What follows belongs to an exercise in optimizing a design on an open flow for small area; a production flow would make more cautious choices. Only simulation tests tie the RTL to the original design; equivalence was not proved.

==> garnet <==
==> flow/design.v (excerpt) <==
module ecg_qrs_detector #(
    parameter int DIN_W       = 59,
    parameter int MWI_LEN     = 32,
    parameter int REFRACT_LEN = 50,
    parameter int MAX_ABOVE   = 64
) (
    input  logic                    clk,
    input  logic                    rst,
    input  logic signed [DIN_W-1:0] din,
    input  logic                    din_valid,
    input  logic [31:0]             thresh,
    output logic [31:0]             mwi_out,
    output logic                    mwi_valid,
    output logic                    qrs_valid,
    output logic [31:0]             qrs_peak,
    output logic [31:0]             qrs_idx
);
==> flow/config.mk <==
export PLATFORM = sky130hd
export DESIGN_NAME = ecg_qrs_detector
export DESIGN_NICKNAME = ecg_qrs_detector
export VERILOG_FILES = /design/flow/design.v
export SDC_FILE = /design/flow/constraint.sdc
export NUM_CORES = 4
export LEC_CHECK = 0
export CAP_MARGIN = 20
export CORE_MARGIN = 2
export CORE_UTILIZATION = 65
export PLACE_DENSITY = 0.8
export SLEW_MARGIN = 20
export SYNTH_HIERARCHICAL = 1
==> flow/constraint.sdc <==
create_clock -name core_clock -period 10.0 [get_ports {clk}]
set_input_delay 2.0000 -clock core_clock [delete_from_list [all_inputs] [get_ports {clk}]]
set_output_delay 2.0000 -clock core_clock [all_outputs]
set_load 0.01 [all_outputs]
standard.sh (not shown) runs the stock make flow with config.mk's settings and CLKGATE_MAP_FILE= SYNTH_SCRIPT=/design/flow/synth_recipe.tcl, a recipe that flattens the netlist after the stock synthesis.
==> flow/flow/run.sh <==
#!/bin/bash
# Layout flow: the standard flow (standard synthesis unchanged) with
# buf_1 port buffers and a clock tree of fewer, larger clusters without
# dummy loads. The whole ORFS output goes to standard.log (each step also
# keeps its own log under orfs/logs).
export BUFFER_PORTS_ARGS="-buffer_cell sky130_fd_sc_hd__buf_1"
export CTS_ARGS="-sink_clustering_enable -repair_clock_nets -dont_use_dummy_load -sink_clustering_size 18 -sink_clustering_max_diameter 60 -buf_list sky130_fd_sc_hd__clkbuf_8"
bash standard.sh > standard.log 2>&1
==> lagoon: changes against garnet <==
--- a/flow/design.v
+++ b/flow/design.v
@@ -273,18 +273,17 @@
     end
     logic [14:0] d_p1n;            
     logic        vld_p1;
     logic [15:0] d_s1;
     logic [9:0]  d_c;
     assign d_s1[6:0] = d_p0[6:0];
     assign d_c[0]    = dpc;
     for (genvar i = 0; i < 9; i++) begin : g_dinc
-        assign d_s1[i+7] = d_p0[i+7] ^ d_c[i];
-        assign d_c[i+1]  = d_p0[i+7] & d_c[i];
+        ecg_ha u_ha (.a(d_p0[i+7]), .b(d_c[i]), .s(d_s1[i+7]), .co(d_c[i+1]));
     end
     always_ff @(posedge clk) d_p1n <= ~(d_s1[15] ? 15'(-d_s1) : d_s1[14:0]);
     logic [14:0] win [MWI_LEN];    
     logic        full;             
     logic [14:0] a_in, b_in;
     logic [34:0] sum;              
     logic [34:0] sum_next;
     logic [2:0]  spend, spend_next;
@@ -1673,18 +1672,17 @@
     for (genvar i = 0; i < 30; i++) begin : g_cmp
         assign ge_thr[i+1] = (thresh[i] & nmwi[i]) | (thresh[i] & ge_thr[i]) | (nmwi[i] & ge_thr[i]);
         assign ge_pk[i+1]  = (peak[i] & nmwi[i])   | (peak[i] & ge_pk[i])    | (nmwi[i] & ge_pk[i]);
     end
     assign gt_thr[30] = ~ge_thr[30];
     assign gt_pk[30]  = ~ge_pk[30];
     assign idx_c[0] = mwi_valid;
     for (genvar i = 0; i < 32; i++) begin : g_idx
-        assign idx_inc[i] = idx[i] ^ idx_c[i];
-        assign idx_c[i+1] = idx[i] & idx_c[i];
+        ecg_ha u_ha (.a(idx[i]), .b(idx_c[i]), .s(idx_inc[i]), .co(idx_c[i+1]));
     end
     assign cnt_c[0] = 1'b1;
     for (genvar i = 0; i < 6; i++) begin : g_cnt
         assign cnt_inc[i] = cnt[i] ^ cnt_c[i];
         assign cnt_c[i+1] = cnt[i] & cnt_c[i];
     end
     wire [5:0] nplo = ~plo;
     assign plo_b[0] = 1'b1;
==> flow/flow/run.sh (replaced) <==
#!/bin/bash
# Layout flow: the standard flow (standard synthesis unchanged) with
# buf_1 port buffers and a clock tree of fewer, larger clusters without
# dummy loads. The whole ORFS output goes to standard.log (each step also
# keeps its own log under orfs/logs).
export BUFFER_PORTS_ARGS="-buffer_cell sky130_fd_sc_hd__buf_1"
# skip the floorplan-stage timing repair on wire-load estimates; remove the
# synthesis buffers instead (placement-stage repair re-buffers as needed)
export REMOVE_ABC_BUFFERS=1
export CTS_ARGS="-sink_clustering_enable -repair_clock_nets -dont_use_dummy_load -sink_clustering_size 18 -sink_clustering_max_diameter 60 -buf_list sky130_fd_sc_hd__clkbuf_8"
bash standard.sh > standard.log 2>&1
==> maple: changes against garnet <==
--- a/flow/design.v
+++ b/flow/design.v
@@ -273,18 +273,17 @@
     end
     logic [14:0] d_p1n;            
     logic        vld_p1;
     logic [15:0] d_s1;
     logic [9:0]  d_c;
     assign d_s1[6:0] = d_p0[6:0];
     assign d_c[0]    = dpc;
     for (genvar i = 0; i < 9; i++) begin : g_dinc
-        assign d_s1[i+7] = d_p0[i+7] ^ d_c[i];
-        assign d_c[i+1]  = d_p0[i+7] & d_c[i];
+        ecg_ha u_ha (.a(d_p0[i+7]), .b(d_c[i]), .s(d_s1[i+7]), .co(d_c[i+1]));
     end
     always_ff @(posedge clk) d_p1n <= ~(d_s1[15] ? 15'(-d_s1) : d_s1[14:0]);
     logic [14:0] win [MWI_LEN];    
     logic        full;             
     logic [14:0] a_in, b_in;
     logic [34:0] sum;              
     logic [34:0] sum_next;
     logic [2:0]  spend, spend_next;
@@ -1673,18 +1672,17 @@
     for (genvar i = 0; i < 30; i++) begin : g_cmp
         assign ge_thr[i+1] = (thresh[i] & nmwi[i]) | (thresh[i] & ge_thr[i]) | (nmwi[i] & ge_thr[i]);
         assign ge_pk[i+1]  = (peak[i] & nmwi[i])   | (peak[i] & ge_pk[i])    | (nmwi[i] & ge_pk[i]);
     end
     assign gt_thr[30] = ~ge_thr[30];
     assign gt_pk[30]  = ~ge_pk[30];
     assign idx_c[0] = mwi_valid;
     for (genvar i = 0; i < 32; i++) begin : g_idx
-        assign idx_inc[i] = idx[i] ^ idx_c[i];
-        assign idx_c[i+1] = idx[i] & idx_c[i];
+        ecg_ha u_ha (.a(idx[i]), .b(idx_c[i]), .s(idx_inc[i]), .co(idx_c[i+1]));
     end
     assign cnt_c[0] = 1'b1;
     for (genvar i = 0; i < 6; i++) begin : g_cnt
         assign cnt_inc[i] = cnt[i] ^ cnt_c[i];
         assign cnt_c[i+1] = cnt[i] & cnt_c[i];
     end
     wire [5:0] nplo = ~plo;
     assign plo_b[0] = 1'b1;
==> flow/flow/run.sh (replaced) <==
#!/bin/bash
# Layout flow: the standard flow (standard synthesis unchanged) with
# buf_1 port buffers and a clock tree of fewer, larger clusters without
# dummy loads. The whole ORFS output goes to standard.log (each step also
# keeps its own log under orfs/logs).
export BUFFER_PORTS_ARGS="-buffer_cell sky130_fd_sc_hd__buf_1"
# skip the floorplan-stage timing repair on wire-load estimates; remove the
# synthesis buffers instead (placement-stage repair re-buffers as needed)
export REMOVE_ABC_BUFFERS=1
export CTS_ARGS="-sink_clustering_enable -repair_clock_nets -dont_use_dummy_load -sink_clustering_size 22 -sink_clustering_max_diameter 50 -buf_list sky130_fd_sc_hd__clkbuf_8"
bash standard.sh > standard.log 2>&1
CORE_UTILIZATION = 75   (was 65)
PLACE_DENSITY = 0.88   (was 0.8)
==> yarrow: changes against garnet <==
--- a/flow/design.v
+++ b/flow/design.v
@@ -1661,45 +1661,40 @@
     logic [30:0] gt_thr, gt_pk;
     logic [32:0] idx_c;
     logic [31:0] idx_inc;
     logic [26:0] pidx_b;
     logic [25:0] pidx_hi;
     logic [6:0]  cnt_c;
     logic [5:0]  cnt_inc;
     logic [6:0]  plo_b;
-    logic [30:0] ge_thr, ge_pk;
-    wire  [29:0] nmwi = ~mwi;
-    assign ge_thr[0] = 1'b1;
-    assign ge_pk[0]  = 1'b1;
+    assign gt_thr[0] = 1'b0;
+    assign gt_pk[0]  = 1'b0;
     for (genvar i = 0; i < 30; i++) begin : g_cmp
-        assign ge_thr[i+1] = (thresh[i] & nmwi[i]) | (thresh[i] & ge_thr[i]) | (nmwi[i] & ge_thr[i]);
-        assign ge_pk[i+1]  = (peak[i] & nmwi[i])   | (peak[i] & ge_pk[i])    | (nmwi[i] & ge_pk[i]);
+        assign gt_thr[i+1] = (mwi[i] & ~thresh[i]) | (~(mwi[i] ^ thresh[i]) & gt_thr[i]);
+        assign gt_pk[i+1]  = (mwi[i] & ~peak[i])   | (~(mwi[i] ^ peak[i])   & gt_pk[i]);
     end
-    assign gt_thr[30] = ~ge_thr[30];
-    assign gt_pk[30]  = ~ge_pk[30];
     assign idx_c[0] = mwi_valid;
     for (genvar i = 0; i < 32; i++) begin : g_idx
         assign idx_inc[i] = idx[i] ^ idx_c[i];
         assign idx_c[i+1] = idx[i] & idx_c[i];
     end
     assign cnt_c[0] = 1'b1;
     for (genvar i = 0; i < 6; i++) begin : g_cnt
         assign cnt_inc[i] = cnt[i] ^ cnt_c[i];
         assign cnt_c[i+1] = cnt[i] & cnt_c[i];
     end
-    wire [5:0] nplo = ~plo;
-    assign plo_b[0] = 1'b1;
+    assign plo_b[0] = 1'b0;
     for (genvar i = 0; i < 6; i++) begin : g_plo
-        assign plo_b[i+1] = (idx[i] & nplo[i]) | (idx[i] & plo_b[i]) | (nplo[i] & plo_b[i]);
+        assign plo_b[i+1] = (~idx[i] & plo[i]) | (~(idx[i] ^ plo[i]) & plo_b[i]);
     end
     assign pidx_b[0] = plo_b[6];
     for (genvar i = 0; i < 26; i++) begin : g_pidx
-        assign pidx_hi[i]  = ~(idx[i+6] ^ pidx_b[i]);
-        assign pidx_b[i+1] = idx[i+6] | pidx_b[i];
+        assign pidx_hi[i]  = idx[i+6] ^ pidx_b[i];
+        assign pidx_b[i+1] = ~idx[i+6] & pidx_b[i];
     end
     assign above_thr = (thresh[31:30] == 2'b00) && gt_thr[30];
     assign gt_peak   = gt_pk[30];
     assign term      = &cnt;
     assign detect    = mwi_valid && (state == ABOVE) && (!above_thr || term);
     assign upd_above = above_thr && gt_peak;
     assign peak_fin  = upd_above ? mwi : peak;
     assign pidx      = upd_above ? idx :
==> flow/flow/run.sh (replaced) <==
#!/bin/bash
# Layout flow: the standard flow (standard synthesis unchanged) with
# buf_1 port buffers and a clock tree of fewer, larger clusters without
# dummy loads. The whole ORFS output goes to standard.log (each step also
# keeps its own log under orfs/logs).
export BUFFER_PORTS_ARGS="-buffer_cell sky130_fd_sc_hd__buf_1"
export CTS_ARGS="-sink_clustering_enable -repair_clock_nets -dont_use_dummy_load -sink_clustering_size 16 -sink_clustering_max_diameter 60 -buf_list sky130_fd_sc_hd__clkbuf_8"
bash standard.sh > standard.log 2>&1
CORE_UTILIZATION = 55   (was 65)
PLACE_DENSITY = 0.7   (was 0.8)
==> comparison <==
- Sequential share of layout area, highest first: maple, lagoon, garnet, yarrow.
- Against lagoon, the non-clock buffer count of maple is lower by 5.
- Final area, highest first: yarrow, garnet, lagoon, maple.
- Die area, highest first: yarrow, garnet, lagoon, maple.
- First-iteration DRC count, highest first: maple, lagoon, garnet, yarrow.
- The lowest register-to-register slack belongs to maple, the highest to lagoon.
- Clock skew: maple < lagoon < yarrow < garnet.
- Of garnet and yarrow, garnet has the higher maximum frequency (gap about 0.9%, measured against yarrow).
==> figures <==
|  | lagoon | garnet | yarrow | maple |
|---|---|---|---|---|
| Capture point of the worst path | mwi_out[29] | mwi_out[29] | peak[12]$_DFFE_PP_ | sum[12]$_DFF_PP0_ |
| Clock edge transition at the registers on the reported setup and hold paths | 0.09 ns | 0.10 ns | 0.09 ns | 0.12 ns |
| Placed cell areas | 0.0359 sq mm | 0.0359 sq mm | 0.0367 sq mm | 0.0358 sq mm |
| HPWL after detailed placement | 44200 microns | 44800 microns | 46200 microns | 48000 microns |
| Slack of the worst reg-to-reg path | 2.18 ns | 1.97 ns | 1.84 ns | 1.81 ns |
| Maximum net fanout on the critical path | 5 | 6 | 16 | 20 |
| Core outline area | 0.0527 sq mm | 0.0527 sq mm | 0.0632 sq mm | 0.0455 sq mm |
| Shortest period the worst path allows | 8.05 ns | 8.09 ns | 8.16 ns | 8.19 ns |
| Worst Max-Slew Pin Slew | 1.06 ns | 1.02 ns | 1.01 ns | 1.03 ns |
| Placed instance count | 2980 | 2983 | 3184 | 2888 |
| Share of Yosys cell area claimed by the top area cell type | 50.7% | 50.7% | 50.0% | 50.7% |
| 1st-pass router iterations | 6 | 5 | 6 | 5 |
| Layout Cells excl Fill | 3037 | 3039 | 3244 | 2942 |
| Mean instance size in the synthesized netlist | 15.9 sq um | 15.8 sq um | 15.7 sq um | 15.9 sq um |
| Relative area of non-clock buffer cells in the final design | 2.41% | 2.38% | 2.36% | 2.28% |
| Worst Path Class, Setup | reg2out | reg2out | reg2reg | reg2reg |
| Status | complete, no violations | complete, no violations | complete, no violations | complete, no violations |

afterwards: timing with drivers on the ports:
No port has a modelled driver above. Below, the same layouts with a new extraction and two added sets of constraints. Step 1, drivers: a clkbuf_16 drives clk and a buf_2 each remaining input, both assumed. Step 2 times the ports against the registers' clock, not the clock port: input delays grow and output delays shrink by t, the midpoint of the rising clock arrivals with the driver on. Three values: no drivers, after step 1, after step 2; two values: the first two.
run	t, ns	setup WS [ns]	worst setup path after step 2	worst register clock-pin slew, ns
garnet	0.689	1.910 / 1.859 / 1.972	register to register	0.12 / 0.12
lagoon	0.688	1.948 / 1.898 / 2.182	register to register	0.11 / 0.11
maple	0.714	1.807 / 1.807 / 1.807	register to register	0.12 / 0.12
yarrow	0.714	1.836 / 1.836 / 1.836	register to register	0.11 / 0.11
After both steps every run listed still meets setup and hold.
